Source: an optimization exercise on an open RTL-to-GDS flow (aim: small area). Production flows keep margins and buffers that such runs may drop.
The RTL was checked by simulation tests, not by an equivalence proof against the original design.
No driver is modelled on the clock port, so clock power and skew are understated where the tree is cut down; a real chip needs a root buffer or a tree.
Power figures rest on the tool's default switching activity, not on a simulated workload.

run A:
==> flow/design.v (excerpt) <==
module ts_pes_reassembler_core
(
    input  logic                clk,
    input  logic                rst_n,
    input  logic                ts_valid,
    output logic                ts_stall,
    input  logic [7:0]   ts_byte,
    output logic                pes_valid,
    input  logic                pes_stall,
    output logic [7:0]   pes_byte,
    output logic                pes_end,
    output logic [7:0]   pes_stream_id,
    output logic [15:0]         pes_total_length
);
export LEC_CHECK = 0
export CAP_MARGIN = 0
export CELL_PAD_IN_SITES_DETAIL_PLACEMENT = 0
export CELL_PAD_IN_SITES_GLOBAL_PLACEMENT = 0
export CORE_MARGIN = 2
export CORE_UTILIZATION = 60
export CTS_BUF_LIST = sky130_fd_sc_hd__clkbuf_8
export GPL_TIMING_DRIVEN = 0
export PLACE_DENSITY = 0.75
export SLEW_MARGIN = 0
create_clock -name core_clock -period 6.5 [get_ports {clk}]
standard.sh (not shown) runs the stock make flow with config.mk's settings and CLKGATE_MAP_FILE= SYNTH_SCRIPT=/design/flow/synth_recipe.tcl, a recipe that flattens the netlist after the stock synthesis.
==> flow/flow/run.sh <==
#!/bin/bash
# The standard layout, with three changes: after floorplan the combinational
# logic is re-mapped for area by OpenROAD's restructure; the ports are
# buffered by the smallest buffer (sky130_fd_sc_hd__buf_1); and the clock
# port drives a few clock buffers directly, one per group of registers
# (flow/clock_groups.tcl), instead of TritonCTS's two-level tree.
set -euo pipefail
here=$(pwd)
mkdir -p "$here/rsz"
python3 flow/liberty_keep.py "$FLOW_HOME/platforms/sky130hd/lib/sky130_fd_sc_hd__tt_025C_1v80.lib" \
    "$here/rsz/keep.lib" \
    "sky130_fd_sc_hd__probe_p_8 sky130_fd_sc_hd__probec_p_8 sky130_fd_sc_hd__lpflow_*" \
    > liberty_keep.log 2>&1
export RSZ_LIB="$here/rsz/keep.lib"
export RSZ_DIR="$here/rsz"
bash standard.sh "POST_FLOORPLAN_TCL=$here/flow/restructure.tcl" \
    "BUFFER_PORTS_ARGS=-buffer_cell sky130_fd_sc_hd__buf_1" \
    "PRE_CTS_TCL=$here/flow/clock_groups.tcl" finish > flow_make.log 2>&1
==> flow/flow/clock_groups.tcl <==
# Sourced before CTS (PRE_CTS_TCL). Replaces TritonCTS with a one-level
# clock distribution: the registers are split into $::mcts_nbuf compact
# groups (each time halving the longer side of a group's bounding box) and
# the clock port drives one clock buffer per group, placed at the group's
# centre. The groups are the same size, so the registers' clock arrivals
# stay balanced; detailed placement in the CTS step legalizes the buffers.
set ::mcts_nbuf 3
set ::mcts_cell sky130_fd_sc_hd__buf_12

proc mcts_split {items n} {
  if {$n <= 1} { return [list $items] }
  set xs {}
  set ys {}
  foreach s $items {
    lappend xs [lindex $s 0]
    lappend ys [lindex $s 1]
  }
  set xs [lsort -integer $xs]
  set ys [lsort -integer $ys]
  set w [expr {[lindex $xs end] - [lindex $xs 0]}]
  set h [expr {[lindex $ys end] - [lindex $ys 0]}]
  set k [expr {$w >= $h ? 0 : 1}]
  set items [lsort -integer -index $k $items]
  set n1 [expr {$n / 2}]
  set cut [expr {[llength $items] * $n1 / $n}]
  return [concat [mcts_split [lrange $items 0 [expr {$cut - 1}]] $n1] \
                 [mcts_split [lrange $items $cut end] [expr {$n - $n1}]]]
}

proc clock_tree_synthesis {args} {
  set db [ord::get_db]
  set block [ord::get_db_block]
  set master [$db findMaster $::mcts_cell]
  set clk [$block findNet clk]
  set sinks {}
  foreach it [$clk getITerms] {
    set bb [[$it getInst] getBBox]
    set x [expr {([$bb xMin] + [$bb xMax]) / 2}]
    set y [expr {([$bb yMin] + [$bb yMax]) / 2}]
    lappend sinks [list $x $y $it]
  }
  set g 0
  foreach group [mcts_split $sinks $::mcts_nbuf] {
    set net [odb::dbNet_create $block "clknet_grp_$g"]
    $net setSigType CLOCK
    set sx 0
    set sy 0
    foreach s $group {
      lassign $s x y it
      set sx [expr {$sx + $x}]
      set sy [expr {$sy + $y}]
      $it disconnect
      $it connect $net
    }
    set cnt [llength $group]
    set buf [odb::dbInst_create $block $master "clkbuf_grp_$g"]
    $buf setLocation [expr {$sx / $cnt}] [expr {$sy / $cnt}]
    $buf setPlacementStatus PLACED
    [$buf findITerm A] connect $clk
    [$buf findITerm X] connect $net
    puts "clock group $g: $cnt registers, buffer $::mcts_cell"
    incr g
  }
  set_propagated_clock [all_clocks]
}
Other scripts of this flow, unchanged in this note and not shown: flow/flow/liberty_keep.py, flow/flow/restructure.tcl
The inputs of run B differ from those of run A as listed below.
# run A
export LEC_CHECK = 0
export CAP_MARGIN = 0
export CELL_PAD_IN_SITES_DETAIL_PLACEMENT = 0
export CELL_PAD_IN_SITES_GLOBAL_PLACEMENT = 0
export CORE_MARGIN = 2
export CORE_UTILIZATION = 60
export CTS_BUF_LIST = sky130_fd_sc_hd__clkbuf_8
export GPL_TIMING_DRIVEN = 0
export PLACE_DENSITY = 0.75
export SLEW_MARGIN = 0
create_clock -name core_clock -period 6.5 [get_ports {clk}]
# run B
export LEC_CHECK = 0
export CAP_MARGIN = 0
export CELL_PAD_IN_SITES_DETAIL_PLACEMENT = 0
export CELL_PAD_IN_SITES_GLOBAL_PLACEMENT = 0
export CORE_MARGIN = 2
export CORE_UTILIZATION = 75
export CTS_BUF_LIST = sky130_fd_sc_hd__clkbuf_8
export GPL_TIMING_DRIVEN = 0
export PLACE_DENSITY = 0.85
export SLEW_MARGIN = 0
create_clock -name core_clock -period 6.5 [get_ports {clk}]
diff --git a/flow/flow/clock_groups.tcl b/flow/flow/clock_groups.tcl
--- a/flow/flow/clock_groups.tcl
+++ b/flow/flow/clock_groups.tcl
@@ -7,3 +7,3 @@
 set ::mcts_nbuf 3
-set ::mcts_cell sky130_fd_sc_hd__buf_12
+set ::mcts_cell sky130_fd_sc_hd__clkbuf_16
 
Power after layout in run B vs run A: up 0.72%. Going from run A to run B, wire length grew slightly. Power per cell area (run B over run A): increase, about 0.6%. On combinational cell fraction of total power, run B and run A are neck and neck.
Relative to run B, the following input files were edited for run C:
# run B
export LEC_CHECK = 0
export CAP_MARGIN = 0
export CELL_PAD_IN_SITES_DETAIL_PLACEMENT = 0
export CELL_PAD_IN_SITES_GLOBAL_PLACEMENT = 0
export CORE_MARGIN = 2
export CORE_UTILIZATION = 75
export CTS_BUF_LIST = sky130_fd_sc_hd__clkbuf_8
export GPL_TIMING_DRIVEN = 0
export PLACE_DENSITY = 0.85
export SLEW_MARGIN = 0
create_clock -name core_clock -period 6.5 [get_ports {clk}]
# run C
export LEC_CHECK = 0
export CAP_MARGIN = 0
export CELL_PAD_IN_SITES_DETAIL_PLACEMENT = 0
export CELL_PAD_IN_SITES_GLOBAL_PLACEMENT = 0
export CORE_MARGIN = 2
export CORE_UTILIZATION = 60
export CTS_BUF_LIST = sky130_fd_sc_hd__clkbuf_8
export GPL_TIMING_DRIVEN = 0
export PLACE_DENSITY = 0.75
export SLEW_MARGIN = 0
create_clock -name core_clock -period 6.5 [get_ports {clk}]
Results
Looking at synthesis-to-layout area growth, run C sits 0.24 points higher than run B does. Run C — number of detailed-routing iterations run before antenna repair 2 lower, run B as reference. Looking at y dimension of the die across run B and run C, the one that comes out higher is run C. Taking run B as the reference, in run C maximum frequency decreased 1.1%, switching power essentially unchanged.
In every run of this note, the design's own scripts or RTL, not TritonCTS, make the clock network.

separate check: timing with driven ports:
No port has a modelled driver above. Below, the same layouts with a new extraction and two added sets of constraints.
Step 1 sets driving cells, clkbuf_16 on the clock port and buf_2 on the other inputs (assumed; they add their load-dependent delay and slew).
Step 2 also shifts input and output timing later by t, the mid clock arrival at the registers, as if the neighbouring blocks saw the same clock.
Three values: ideal ports, drivers, drivers and shift; two values: the first two.
run | t, ns | setup WS [ns] | pins driven straight from the clock port
run A | 0.212 | 0.883 / 0.924 / 0.711 | 3
run B | 0.226 | 0.938 / 0.976 / 0.750 | 3
run C | 0.235 | 0.874 / 0.920 / 0.685 | 3
After both steps every run listed still meets setup and hold. The setup slack of run C, which loses most, moves by +0.046 ns with the drivers and by -0.189 ns with both steps.
